This design comes from an exercise in tuning for small area, a short achievable clock period and few clock cycles per item on the open sky130 flow, not from production work.
At most, simulation tests tie the RTL to the original design; equivalence was not proved.
No activity file was given, so power comes from the tool's default toggle rates.

// mul_axil
module mul_axil (
  input  logic        Clk,
  input  logic        arst_n,
  input  logic        s_awvalid,
  output logic        s_awready,
  input  logic [7:0]  s_awaddr,
  input  logic        s_wvalid,
  output logic        s_wready,
  input  logic [31:0] s_wdata,
  input  logic [3:0]  s_wstrb,
  output logic        s_bvalid,
  input  logic        s_bready,
  output logic [1:0]  s_bresp,
  input  logic        s_arvalid,
  output logic        s_arready,
  input  logic [7:0]  s_araddr,
  output logic        s_rvalid,
  input  logic        s_rready,
  output logic [31:0] s_rdata,
  output logic [1:0]  s_rresp
);
export LEC_CHECK = 0
export CAP_MARGIN = 20
export CORE_MARGIN = 2
export CORE_UTILIZATION = 70
export CTS_BUF_LIST = sky130_fd_sc_hd__clkbuf_4 sky130_fd_sc_hd__clkbuf_8
export SETUP_SLACK_MARGIN = 0.8
export SLEW_MARGIN = 20
create_clock -name core_clock -period 3.2 [get_ports {Clk}]
standard.sh (not shown) runs the stock make flow with config.mk's settings and CLKGATE_MAP_FILE= SYNTH_SCRIPT=/design/flow/synth_recipe.tcl, a recipe that flattens the netlist after the stock synthesis.
==> flow/flow/run.sh <==
#!/bin/bash
# Standard layout, with plain buffers on the ports, resizing not tied to
# cell footprints and a clock tree without dummy loads. Each step's own log
# is also kept under orfs/logs/.
set -euo pipefail
bash standard.sh \
  "BUFFER_PORTS_ARGS=-buffer_cell sky130_fd_sc_hd__buf_1" \
  MATCH_CELL_FOOTPRINT=0 \
  "CTS_ARGS=-sink_clustering_enable -repair_clock_nets -sink_clustering_size 30 -buf_list {sky130_fd_sc_hd__clkbuf_4 sky130_fd_sc_hd__clkbuf_8} -dont_use_dummy_load" \
  finish > standard.log 2>&1
Testbench counts at the start, summed over its fixed seeds: cycles 5,120, items 512.
Change:
Settings changed: CORE_UTILIZATION 70 to 65.
The new run completed without violations; routed wire length came out lower by 0.63%; global-route usage came out lower by 1.5 points; sequential share of layout area hardly moves; critical path depth came out lower by 1; non-clock buffer count came out higher by 2; power hardly moves; cell count came out higher by 0.59%.
Change:
--- a/flow/flow/run.sh
+++ b/flow/flow/run.sh
@@ -8,3 +8,4 @@
   MATCH_CELL_FOOTPRINT=0 \
   "CTS_ARGS=-sink_clustering_enable -repair_clock_nets -sink_clustering_size 30 -buf_list {sky130_fd_sc_hd__clkbuf_4 sky130_fd_sc_hd__clkbuf_8} -dont_use_dummy_load" \
+  RECOVER_POWER=100 \
   finish > standard.log 2>&1
Settings changed: CORE_UTILIZATION 65 to 55.
After rerunning: Now the flow finished but fails on capacitance limit, slew limit. Setup slack got worse by 0.25 ns. Power went up by 0.56%. Register-to-register slack got worse by 0.25 ns. Cell area is about the same. Via count went down by 1.1%.

---

== v6 ==
Starting RTL as in the previous note.
clock: 3.2 ns
lec_check: 0
cap_margin: 20
core_margin: 2
core_utilization: 75
cts_buf_list: sky130_fd_sc_hd__clkbuf_4 sky130_fd_sc_hd__clkbuf_8
cts_cluster_size: 30
gpl_timing_driven: 0
setup_slack_margin: 0.7
slew_margin: 20
==> flow/flow/run.sh <==
#!/bin/bash
# Standard layout, with plain buffers on the ports and resizing not tied to
# cell footprints. Each step's own log is also kept under orfs/logs/.
set -euo pipefail
bash standard.sh \
  "BUFFER_PORTS_ARGS=-buffer_cell sky130_fd_sc_hd__buf_1" \
  MATCH_CELL_FOOTPRINT=0 \
  finish > standard.log 2>&1
v6 finished all stages; the layout is clean.
Testbench counts of v6, summed over its fixed seeds: cycles 5,120, items 512.
diff inputs: v6 => v7
- CTS_CLUSTER_SIZE changed from 30 to 40
- GPL_TIMING_DRIVEN removed (was 0)
- CTS_CLUSTER_DIAMETER newly set to 60
### Flow results
- Between v6 and v7, the sum of routed wire length over all layers is lower for v7.
- Of v7 and v6, it is v7 that has the lower met3 routed wirelength.
- v7 ended with every stage complete and zero timing, DRC or antenna violations.
- Per the comparison of v7 with v6, non-clock buffer count fell 27, post-route cell area fell about 3.2%.
- Going from v6 to v7, highest clock rate grew by a few percent.
- Setup WNS v6 -> v7: better
- Relative to v6, the area of the multi-input gates of v7 is lower by about 0.7%.
- v6 consumes more power than v7.

---

Starting RTL as in the previous note.
Design mul_axil, start of the top module:
module mul_axil (
  input  logic        Clk,
  input  logic        arst_n,
  input  logic        s_awvalid,
  output logic        s_awready,
  input  logic [7:0]  s_awaddr,
  input  logic        s_wvalid,
  output logic        s_wready,
  input  logic [31:0] s_wdata,
  input  logic [3:0]  s_wstrb,
  output logic        s_bvalid,
  input  logic        s_bready,
  output logic [1:0]  s_bresp,
  input  logic        s_arvalid,
  output logic        s_arready,
  input  logic [7:0]  s_araddr,
  output logic        s_rvalid,
  input  logic        s_rready,
  output logic [31:0] s_rdata,
  output logic [1:0]  s_rresp
);
clock: 3.2 ns
lec_check: 0
cap_margin: 20
core_margin: 2
core_utilization: 75
cts_buf_list: sky130_fd_sc_hd__clkbuf_4 sky130_fd_sc_hd__clkbuf_8
cts_cluster_size: 50
setup_slack_margin: 0.7
slew_margin: 20
Scripts as last shown in full above: flow/flow/run.sh
Testbench counts at the start, summed over its fixed seeds: cycles 5,120, items 512.
Rerun with:
- CORE_UTILIZATION: 75 -> 60
- CTS_BUF_LIST: sky130_fd_sc_hd__clkbuf_4 sky130_fd_sc_hd__clkbuf_8 -> sky130_fd_sc_hd__clkbuf_4
- CTS_CLUSTER_SIZE: 50 -> default
- SETUP_SLACK_MARGIN: 0.7 -> 0.8
- The changed run ran to the end with no violations
- design area climbs by 1.1%
- cell count went up by 4.4%
- setup slack is worse by 0.056 ns
- power rose by 0.35%
- global-route usage is lower by 6.8 points
- utilization goes down by 16 points
Rerun with:
==> flow/flow/run.sh (replaced) <==
#!/bin/bash
# Standard layout, with plain buffers on the ports, resizing not tied to
# cell footprints and a clock tree without dummy loads. Each step's own log
# is also kept under orfs/logs/.
set -euo pipefail
bash standard.sh \
  "BUFFER_PORTS_ARGS=-buffer_cell sky130_fd_sc_hd__buf_1" \
  MATCH_CELL_FOOTPRINT=0 \
  "CTS_ARGS=-sink_clustering_enable -repair_clock_nets -sink_clustering_size 30 -buf_list {sky130_fd_sc_hd__clkbuf_4 sky130_fd_sc_hd__clkbuf_8} -dont_use_dummy_load" \
  RECOVER_POWER=50 \
  finish > standard.log 2>&1
- CORE_UTILIZATION: 60 -> 55
- CTS_BUF_LIST: sky130_fd_sc_hd__clkbuf_4 -> sky130_fd_sc_hd__clkbuf_4 sky130_fd_sc_hd__clkbuf_8
What happened:
- Now the flow ran to the end with violations: capacitance limit, slew limit
- setup slack improves by 0.041 ns
- global-route usage drops by 1.5 points
- power drops by roughly a tenth
Rerun with:
==> flow/flow/run.sh (replaced) <==
#!/bin/bash
# Standard layout, with plain buffers on the ports and resizing not tied to
# cell footprints. Each step's own log is also kept under orfs/logs/.
set -euo pipefail
bash standard.sh \
  "BUFFER_PORTS_ARGS=-buffer_cell sky130_fd_sc_hd__buf_1" \
  MATCH_CELL_FOOTPRINT=0 \
  finish > standard.log 2>&1
What happened:
- The changed run finished clean
- clock-buffer cell count came out higher by 1
- register-to-register slack improves by 0.11 ns
- cell area came out higher by 2.1%
- wire length came out higher by 0.62%
- sequential cell count stays the same
- via count came out higher by 1.7%
- global-route usage is about the same
- hold slack degrades by 0.061 ns
- total power came out higher by 11%
- clock skew came out lower by 0.014 ns

---

north:
mul_axil, a different RTL version from the one above (not shown whole).
Size in the first run: about 750 cells after synthesis, ~99 flip-flops, roughly 100 I/O pins.
// mul_axil
module mul_axil (
  input  logic        Clk,
  input  logic        arst_n,
  input  logic        s_awvalid,
  output logic        s_awready,
  input  logic [7:0]  s_awaddr,
  input  logic        s_wvalid,
  output logic        s_wready,
  input  logic [31:0] s_wdata,
  input  logic [3:0]  s_wstrb,
  output logic        s_bvalid,
  input  logic        s_bready,
  output logic [1:0]  s_bresp,
  input  logic        s_arvalid,
  output logic        s_arready,
  input  logic [7:0]  s_araddr,
  output logic        s_rvalid,
  input  logic        s_rready,
  output logic [31:0] s_rdata,
  output logic [1:0]  s_rresp
);
==> flow/config.mk <==
export PLATFORM = sky130hd
export DESIGN_NAME = mul_axil
export DESIGN_NICKNAME = mul_axil
export VERILOG_FILES = /design/flow/design.v
export SDC_FILE = /design/flow/constraint.sdc
export NUM_CORES = 4
export LEC_CHECK = 0
export ABC_CLOCK_PERIOD_IN_PS = 2200
export CAP_MARGIN = 20
export CORE_MARGIN = 2
export CORE_UTILIZATION = 60
export SETUP_SLACK_MARGIN = 0.7
export SLEW_MARGIN = 20
==> flow/constraint.sdc <==
create_clock -name core_clock -period 3.2 [get_ports {Clk}]
set_input_delay 0.6400 -clock core_clock [delete_from_list [all_inputs] [get_ports {Clk}]]
set_output_delay 0.6400 -clock core_clock [all_outputs]
set_load 0.01 [all_outputs]
==> flow/flow/run.sh <==
#!/bin/bash
# Standard layout, with plain buffers on the ports and resizing not tied to
# cell footprints. Each step's own log is also kept under orfs/logs/.
set -euo pipefail
bash standard.sh \
  "BUFFER_PORTS_ARGS=-buffer_cell sky130_fd_sc_hd__buf_2" \
  MATCH_CELL_FOOTPRINT=0 \
  finish > standard.log 2>&1
north completed end to end with timing, DRC and antenna clean.
Testbench counts of north, summed over its fixed seeds: cycles 5,120, items 512.
The following lists how south was set up differently from north:
- swapping 0.7 for 0.0 in SETUP_SLACK_MARGIN
- clearing ABC_CLOCK_PERIOD_IN_PS, which used to be 2200
Findings:
south has completed all stages; timing, DRC and antenna checks passed.
Summary: maximum achievable frequency, south worse than north
Diff north -> south: fraction of area in multi-input gates has increased, fraction of area in clock buffers and inverters moved up, total via count in the routed design went down 145.
The routed wire length of south was superior to that of north.
Inputs modified between south and east:
- a change of SETUP_SLACK_MARGIN from 0.0 to 1.0
Findings:
No stage failed in east, and the final checks on the layout all came back clean.
Higher share of the clock period used by the worst path after layout among south and east: south
Re number of vias per cell: south and east aren't equal, and the lower value belongs to south.
east vs south, clock-cell share of area went down by 0.22 points.
Looking at final area, east sits above south.
> inputs changed (east -> west)
- ABC_CLOCK_PERIOD_IN_PS: unset -> 1500
- SETUP_SLACK_MARGIN: 1.0 -> 0.7
Findings:
Comparing east and west, reported net switching power is higher on east.
east has higher final critical-path share of the clock period than west.
Looking at worst hold slack after final layout, west sits above east.
The more densely filled core belongs to east, not west.
Looking at overall power of the completed layout, west sits about 4% below east.
The following lists how middle was set up differently from west:
- ABC_CLOCK_PERIOD_IN_PS no longer set, was 1500
==> run notes <==
- From west to middle, global routing usage on met1 did not move at all.
- From west to middle, power after layout did not move at all.
- west -> middle: via count delta 0, exact match
- Number of buffers inserted to repair setup after CTS: west vs middle identical
- As far as layout clock buffer count goes, middle and west are indistinguishable; the numbers are identical.
- Comparing west against middle, there is no change at all in number of vias per cell after detailed routing.
- Amount of wire on met2 after detailed routing: middle vs west identical
- Going from west to middle, power per cell area level, global-route usage flat, number of antenna violations at the first check in global routing closely matched the old numbers.

---

mul_axil, a different RTL version from the one above (not shown whole).
For scale: about 130 flip-flops, ~100 I/O pins, ~8000 sq um of cells after synthesis.
Settings: LEC_CHECK=0, CAP_MARGIN=20, CORE_MARGIN=2, CORE_UTILIZATION=60, SETUP_SLACK_MARGIN=1.0, SLEW_MARGIN=20; clock period 3.2 ns.
run.sh (not shown) runs the stock make flow with config.mk's settings and CLKGATE_MAP_FILE= SYNTH_SCRIPT=/design/flow/synth_recipe.tcl, a recipe that flattens the netlist after the stock synthesis.
Stock flow here: none of the scripts above is used.
Rerun with:
==> flow/flow/run.sh (new file) <==
#!/bin/bash
# Standard layout, with plain buffers on the ports and resizing not tied to
# cell footprints. Each step's own log is also kept under orfs/logs/.
set -euo pipefail
bash standard.sh \
  "BUFFER_PORTS_ARGS=-buffer_cell sky130_fd_sc_hd__buf_2" \
  MATCH_CELL_FOOTPRINT=0 \
  finish > standard.log 2>&1
==> flow/standard.sh (new file) <==
#!/bin/bash
# synth_recipe.tcl (not shown) runs the flow's synth.tcl, then flattens the netlist and writes it again
# the make line also repeats each setting of config.mk as NAME=value (left out here)
make -C /OpenROAD-flow-scripts/flow DESIGN_CONFIG=/design/flow/config.mk WORK_HOME=/design/flow/orfs CLKGATE_MAP_FILE= SYNTH_SCRIPT=/design/flow/synth_recipe.tcl "${@:-finish}"
Settings changed: CTS_BUF_LIST set to sky130_fd_sc_hd__clkbuf_4 sky130_fd_sc_hd__clkbuf_8, CTS_CLUSTER_SIZE set to 30.
removed: flow/run.sh
After rerunning: Power falls by 10%; sequential cell count stays the same; register-to-register slack barely changes; utilization decreases by 4.0 points; count of clock-buffer cells in the layout falls by 1; sequential power barely changes; non-clock buffer count goes up by 1; via count drops by 1.6%; die area is unchanged.
Rerun with:
==> flow/run.sh (new file) <==
#!/bin/bash
# synth_recipe.tcl (not shown) runs the flow's synth.tcl, then flattens the netlist and writes it again
# the make line also repeats each setting of config.mk as NAME=value (left out here)
make -C /OpenROAD-flow-scripts/flow DESIGN_CONFIG=/design/flow/config.mk WORK_HOME=/design/flow/orfs CLKGATE_MAP_FILE= SYNTH_SCRIPT=/design/flow/synth_recipe.tcl finish
Settings changed: CORE_UTILIZATION 60 to 40, CTS_BUF_LIST sky130_fd_sc_hd__clkbuf_4 sky130_fd_sc_hd__clkbuf_8 to not set, CTS_CLUSTER_SIZE 30 to not set, SETUP_SLACK_MARGIN 1.0 to not set.
removed: flow/flow/run.sh
removed: flow/standard.sh
What happened: The new run finished clean. Final cell count went up by 7.6%. Worst hold slack gains 0.27 ns. Die area went up by 48%. Cell area went up by 2.7%. Via count went down by 1.4%. Power went up by 17%. Flip-flop and latch count is unchanged. Core utilization went down by 22 points. Worst setup slack loses 0.29 ns. Maximum frequency went down by 10%.
Rerun with:
Settings changed: CORE_UTILIZATION 40 to 60.
Outcome:
- setup slack improves by 0.031 ns
- final area came out lower slightly
- power is lower slightly
Rerun with:
==> flow/flow/run.sh (new file) <==
#!/bin/bash
# Standard layout, with plain buffers on the ports and resizing not tied to
# cell footprints. Each step's own log is also kept under orfs/logs/.
set -euo pipefail
bash standard.sh \
  "BUFFER_PORTS_ARGS=-buffer_cell sky130_fd_sc_hd__buf_2" \
  MATCH_CELL_FOOTPRINT=0 \
  finish > standard.log 2>&1
==> flow/standard.sh (new file) <==
#!/bin/bash
# synth_recipe.tcl (not shown) runs the flow's synth.tcl, then flattens the netlist and writes it again
# the make line also repeats each setting of config.mk as NAME=value (left out here)
make -C /OpenROAD-flow-scripts/flow DESIGN_CONFIG=/design/flow/config.mk WORK_HOME=/design/flow/orfs CLKGATE_MAP_FILE= SYNTH_SCRIPT=/design/flow/synth_recipe.tcl "${@:-finish}"
Settings changed: SETUP_SLACK_MARGIN set to 1.0.
removed: flow/run.sh
The new run finished with timing, DRC and antenna clean.
Maximum frequency increases by roughly a tenth.
Cell count increases slightly.
Setup slack gets better by 0.26 ns.
Non-clock buffer count increases by 11.
Global-route usage increases by 0.91 points.
No run of this note included a check of the RTL's function; only the layout flow was run.

---

RTL: one of the versions met above, not the one the previous note started from.
Size: ~120 flip-flops, ~100 I/O pins.
clock: 3.2 ns
lec_check: 0
cap_margin: 20
core_margin: 2
core_utilization: 60
cts_buf_list: sky130_fd_sc_hd__clkbuf_4 sky130_fd_sc_hd__clkbuf_8
setup_slack_margin: 0.75
slew_margin: 20
standard.sh (not shown) runs the stock make flow with config.mk's settings and CLKGATE_MAP_FILE= SYNTH_SCRIPT=/design/flow/synth_recipe.tcl, a recipe that flattens the netlist after the stock synthesis.
==> flow/flow/run.sh <==
#!/bin/bash
# Standard layout, with plain buffers on the ports and resizing not tied to
# cell footprints. Each step's own log is also kept under orfs/logs/.
set -euo pipefail
bash standard.sh \
  "BUFFER_PORTS_ARGS=-buffer_cell sky130_fd_sc_hd__buf_1" \
  MATCH_CELL_FOOTPRINT=0 \
  finish > standard.log 2>&1
Testbench counts at the start, summed over its fixed seeds: cycles 5,120, items 512.
Change:
- CAP_MARGIN: 20 -> 10
- CORE_UTILIZATION: 60 -> 55
- SETUP_SLACK_MARGIN: 0.75 -> 0.8
- SLEW_MARGIN: 20 -> 10
Effect:
- The new run finished clean
- routed wire length came out higher by 1.4%
- area after synthesis does not change
- clock power fell by about 9%
- worst setup slack is better by 0.027 ns
- final cell count rose by 3.3%
- clock-buffer cell count went down by 5
- final area grows by 0.38%
Change:
- CAP_MARGIN: 10 -> 20
- CORE_UTILIZATION: 55 -> 75
- CTS_CLUSTER_SIZE: unset -> 30
- SETUP_SLACK_MARGIN: 0.8 -> 0.7
- SLEW_MARGIN: 10 -> 20
=>
- The new run ran to the end with no violations
- via count came out higher by 1.7%
- design area came out lower by 2.0%
- routed wire length came out higher by 0.66%
- utilization came out higher by 22 points
- sequential power is about the same
- power barely changes
Change:
==> flow/flow/run.sh (replaced) <==
#!/bin/bash
# Standard layout, with plain buffers on the ports, resizing not tied to
# cell footprints and a clock tree without dummy loads. Each step's own log
# is also kept under orfs/logs/.
set -euo pipefail
bash standard.sh \
  "BUFFER_PORTS_ARGS=-buffer_cell sky130_fd_sc_hd__buf_1" \
  MATCH_CELL_FOOTPRINT=0 \
  "CTS_ARGS=-sink_clustering_enable -repair_clock_nets -sink_clustering_size 30 -buf_list {sky130_fd_sc_hd__clkbuf_4 sky130_fd_sc_hd__clkbuf_8} -dont_use_dummy_load" \
  finish > standard.log 2>&1
- CORE_UTILIZATION: 75 -> 50
- CTS_CLUSTER_SIZE: 30 -> unset
- SETUP_SLACK_MARGIN: 0.7 -> 0.8
After rerunning:
- The new run passed the timing, DRC and antenna checks
- core utilization falls by 28 points
- via count is lower by 3.1%
- clock-buffer cell count drops by 1
- global-route usage came out lower by 10 points
- sequential cell count stays the same
Change:
==> flow/flow/run.sh (replaced) <==
#!/bin/bash
# Standard layout, with plain buffers on the ports and resizing not tied to
# cell footprints. Each step's own log is also kept under orfs/logs/.
set -euo pipefail
bash standard.sh \
  "BUFFER_PORTS_ARGS=-buffer_cell sky130_fd_sc_hd__buf_1" \
  MATCH_CELL_FOOTPRINT=0 \
  finish > standard.log 2>&1
- ABC_AREA: unset -> 1
- CORE_UTILIZATION: 50 -> 60
- CTS_CLUSTER_SIZE: unset -> 30
- SETUP_SLACK_MARGIN: 0.8 -> 0.7
=>
- sequential power stays flat
- clock-buffer cell count went up by 2
- setup slack improved by 0.013 ns

[afterwards: timing with drivers on the ports]
Ports are ideal in the flow. The routed layouts listed here were re-timed in OpenROAD. Step 1, drivers: a clkbuf_16 drives Clk and a buf_2 each remaining input, both assumed. Step 2 adds t to the input delays and takes it off the output delays; t is the mean of the earliest and latest rising clock arrival at the registers after step 1. Input paths then give back, and output paths get back, about the clock's delay inside the block. a / b / c = ideal ports / drivers / drivers and shift; a / b = the first two.
| run | t, ns | setup WS [ns] | hold WS [ns] |
|---|---|---|---|
| the first run of note 1 | 0.466 | 0.854 / 0.854 / 0.515 | 0.312 / 0.303 / 0.444 |
| the second run of note 1 | 0.470 | 0.867 / 0.842 / 0.526 | 0.316 / 0.303 / 0.458 |
| the third run of note 1 | 0.467 | 0.619 / 0.619 / 0.318 | 0.346 / 0.340 / 0.454 |
| v6 | 0.472 | 0.676 / 0.676 / 0.536 | 0.150 / 0.139 / 0.461 |
| v7 | 0.463 | 0.775 / 0.775 / 0.511 | 0.340 / 0.334 / 0.446 |
| the first run of note 3 | 0.463 | 0.775 / 0.775 / 0.511 | 0.340 / 0.334 / 0.446 |
| the second run of note 3 | 0.584 | 0.719 / 0.684 / 0.524 | 0.211 / 0.198 / 0.456 |
| the third run of note 3 | 0.463 | 0.760 / 0.760 / 0.489 | 0.352 / 0.346 / 0.454 |
| the fourth run of note 3 | 0.466 | 0.866 / 0.833 / 0.530 | 0.291 / 0.291 / 0.456 |
| north | 0.387 | 0.656 / 0.656 / 0.487 | 0.329 / 0.317 / 0.499 |
| south | 0.387 | 0.379 / 0.379 / 0.379 | 0.068 / 0.059 / 0.446 |
| east | 0.389 | 0.638 / 0.638 / 0.638 | 0.318 / 0.312 / 0.498 |
| west | 0.387 | 0.656 / 0.656 / 0.487 | 0.329 / 0.317 / 0.499 |
| middle | 0.387 | 0.656 / 0.656 / 0.487 | 0.329 / 0.317 / 0.499 |
| the first run of note 5 | 0.457 | 0.603 / 0.603 / 0.577 | 0.280 / 0.260 / 0.518 |
| the second run of note 5 | 0.474 | 0.611 / 0.611 / 0.592 | 0.242 / 0.229 / 0.515 |
| the third run of note 5 | 0.468 | 0.320 / 0.320 / 0.320 | 0.510 / 0.510 / 0.510 |
| the fourth run of note 5 | 0.456 | 0.351 / 0.351 / 0.351 | 0.263 / 0.244 / 0.518 |
| the fifth run of note 5 | 0.464 | 0.612 / 0.612 / 0.612 | 0.262 / 0.245 / 0.511 |
| the first run of note 6 | 0.471 | 0.838 / 0.838 / 0.541 | 0.328 / 0.316 / 0.451 |
| the second run of note 6 | 0.466 | 0.866 / 0.833 / 0.530 | 0.291 / 0.291 / 0.456 |
| the third run of note 6 | 0.463 | 0.775 / 0.775 / 0.511 | 0.340 / 0.334 / 0.446 |
| the fourth run of note 6 | 0.470 | 0.835 / 0.821 / 0.532 | 0.322 / 0.309 / 0.440 |
| the fifth run of note 6 | 0.483 | 0.848 / 0.848 / 0.848 | 0.331 / 0.318 / 0.455 |
The setup slack of the second run of note 1, which loses most, moves by -0.025 ns with the drivers and by -0.341 ns with both steps.
